Source: an optimization exercise on an open RTL-to-GDS flow (aim: small area and a short achievable clock period). Production flows keep margins and buffers that such runs may drop.
The RTL was checked by simulation tests, not by an equivalence proof against the original design.
Power and IR drop assume default switching activity.

== build 19 ==
Design alu_top, start of the top module:
module alu_top (
    input  logic                      clk,
    input  logic                      reset,
    input  logic                      ce,
    input  logic                      execute,
    input  logic [4:0]                operation,
    input  logic [16-1:0]    ta,
    input  logic [16-1:0]    tb,
    input  logic                      wide,
    input  logic [5:0]                flags_in,
    output logic [32-1:0]    result,
    output logic [5:0]                flags,
    output logic                      done
);
clock: 11.0 ns
lec_check: 0
abc_area: 1
cap_margin: 20
core_margin: 2
core_utilization: 40
slew_margin: 20
standard.sh (not shown) runs the stock make flow with config.mk's settings and CLKGATE_MAP_FILE= SYNTH_SCRIPT=/design/flow/synth_recipe.tcl, a recipe that flattens the netlist after the stock synthesis.
==> flow/flow/run.sh <==
#!/bin/bash
# The standard layout (standard.sh) with two changes:
# - synthesis runs Yosys's synth with -noabc (SYNTH_ARGS), so the full adders
#   are extracted from the design's own gates rather than from ABC's first
#   mapping, which leaves them in mixed polarity with inverters in between;
#   the registers, their names and cells are those of the standard synthesis
# - buffer_ports makes the port buffers from buf_1 cells instead of the slow
#   delay-buffer cell it picks by itself
# The make output goes to make_finish.log here; ORFS keeps each step's log
# under orfs/logs/.
set -euo pipefail
bash standard.sh "SYNTH_ARGS=-noabc" \
    "BUFFER_PORTS_ARGS=-buffer_cell sky130_fd_sc_hd__buf_1" finish > make_finish.log 2>&1
#### Input delta (build 31 over build 19)
Settings: SETUP_SLACK_MARGIN: unset -> 2.0.
==> flow/flow/run.sh <==
#!/bin/bash
# The standard layout (standard.sh) with two changes:
# - synthesis runs Yosys's synth with -noabc (SYNTH_ARGS), so the full adders
#   are extracted from the design's own gates rather than from ABC's first
#   mapping, which leaves them in mixed polarity with inverters in between;
#   the registers, their names and cells are those of the standard synthesis
# - buffer_ports makes the port buffers from buf_2 cells instead of the slow
#   delay-buffer cell it picks by itself
# The make output goes to make_finish.log here; ORFS keeps each step's log
# under orfs/logs/.
set -euo pipefail
bash standard.sh "SYNTH_ARGS=-noabc" \
    "BUFFER_PORTS_ARGS=-buffer_cell sky130_fd_sc_hd__buf_2" finish > make_finish.log 2>&1
==> summary.txt <==
- Row share of total power consumed by net switching: build 31 lower / build 19 higher
- Measured against each other, build 19 and build 31 differ in setup slack, the lower figure coming from build 19.
- Comparing build 31 against build 19, there is no change at all in synthesized cell count.
- In the reports for build 19 and build 31, the smaller non-clock buffer count belongs to build 19.
- Between build 19 and build 31, relative area of clock buffers and inverters in the final design is higher for build 19, build 31 comes in under that.
- Against build 19, build 31 comes in 1.62 ns lower on minimum period implied by the final worst setup slack.
- For the post-detailed-route wirelength per cell, build 31 came in about 0.6% lower than build 19 did.
- Worst-skew pair later-pin latency: build 31 vs build 19 — no meaningful difference
- For build 31, the highest-delay cell along the critical path was sky130_fd_sc_hd__fa_1, unlike build 19, where it was sky130_fd_sc_hd__a221oi_1.
- Sort build 19 and build 31 by total met2 wirelength after detailed routing desc -> top: build 19
Relative to build 31, the following input files were edited for build 15:
Settings: SETUP_SLACK_MARGIN changed from 2.0 to 1.3.
Notes after the runs:
Diff build 31 -> build 15: via count normalized by instance count now sits lower, worst setup slack decreased by 0.42 ns relative to the old numbers, power density over cell area now larger.

---

## job 101
alu_top again, from the RTL that the note above started with.
export LEC_CHECK = 0
export ABC_AREA = 1
export CAP_MARGIN = 10
export CORE_MARGIN = 2
export CORE_UTILIZATION = 55
export PLACE_DENSITY = 0.8
export SLEW_MARGIN = 10
create_clock -name core_clock -period 11.0 [get_ports {clk}]
==> flow/flow/run.sh <==
#!/bin/bash
# The standard layout (standard.sh) with two changes:
# - synthesis runs Yosys's synth with -noabc (SYNTH_ARGS), so the full adders
#   are extracted from the design's own gates rather than from ABC's first
#   mapping, which leaves them in mixed polarity with inverters in between;
#   the registers, their names and cells are those of the standard synthesis
# - buffer_ports makes the port buffers from buf_2 cells instead of the slow
#   delay-buffer cell it picks by itself
# The make output goes to make_finish.log here; ORFS keeps each step's log
# under orfs/logs/.
set -euo pipefail
bash standard.sh "SYNTH_ARGS=-noabc" \
    "BUFFER_PORTS_ARGS=-buffer_cell sky130_fd_sc_hd__buf_2" finish > make_finish.log 2>&1
## Diff of input files: job 102 against job 101
-- flow/config.mk --
<<< job 101, line 8
export ABC_AREA = 1
export CAP_MARGIN = 10
export CORE_MARGIN = 2
export CORE_UTILIZATION = 55
export PLACE_DENSITY = 0.8
export SLEW_MARGIN = 10
>>> job 102, line 8
export ABC_AREA = 1
export CAP_MARGIN = 20
export CORE_MARGIN = 2
export CORE_UTILIZATION = 40
export SETUP_SLACK_MARGIN = 1.6
export SLEW_MARGIN = 20
Between job 101 and job 102, number of nets in the final layout is higher for job 102, job 101 comes in under that. Across both runs, shortest clock period the worst path allows after layout was lower for job 102 than for job 101. Relative to job 101, the routed wire length of job 102 is higher by 3.6%. Min met2 track demand over resource across job 101 and job 102: job 102. Row arrival time of data at the critical path endpoint: job 102 lower / job 101 higher.

## what the ideal ports hide
The results above use ideal ports. As a check the final layouts listed here were re-extracted and re-timed, cells and wires unchanged.
Step 1, drivers: a clkbuf_16 drives clk and a buf_2 each remaining input, both assumed.
Step 2 adds t to the input delays and takes it off the output delays; t is the mean of the earliest and latest rising clock arrival at the registers after step 1. Input paths then give back, and output paths get back, about the clock's delay inside the block.
Slacks: ideal ports / drivers / drivers and shift; pairs: ideal ports / drivers.
| run | t (ns) | slack for setup (ns) | hold WS [ns] | worst setup path at the end | slew at the worst register clock pin (ns) |
|---|---|---|---|---|---|
| build 19 | 0.315 | 0.495 / 0.507 / 0.192 | 0.466 / 0.466 / 0.466 | input to register | 0.06 / 0.06 |
| build 31 | 0.308 | 2.117 / 2.120 / 1.812 | 0.459 / 0.459 / 0.459 | input to register | 0.06 / 0.06 |
| build 15 | 0.317 | 1.696 / 1.707 / 1.390 | 0.462 / 0.462 / 0.462 | input to register | 0.06 / 0.06 |
| job 101 | 0.307 | 0.535 / 0.540 / 0.233 | 0.461 / 0.461 / 0.461 | input to register | 0.06 / 0.06 |
| job 102 | 0.316 | 1.867 / 1.875 / 1.560 | 0.461 / 0.461 / 0.461 | input to register | 0.06 / 0.06 |
After both steps setup and hold are still met in every run listed. For job 102, which loses most, drivers alone change the setup slack by +0.008 ns; drivers and shift together by -0.307 ns.
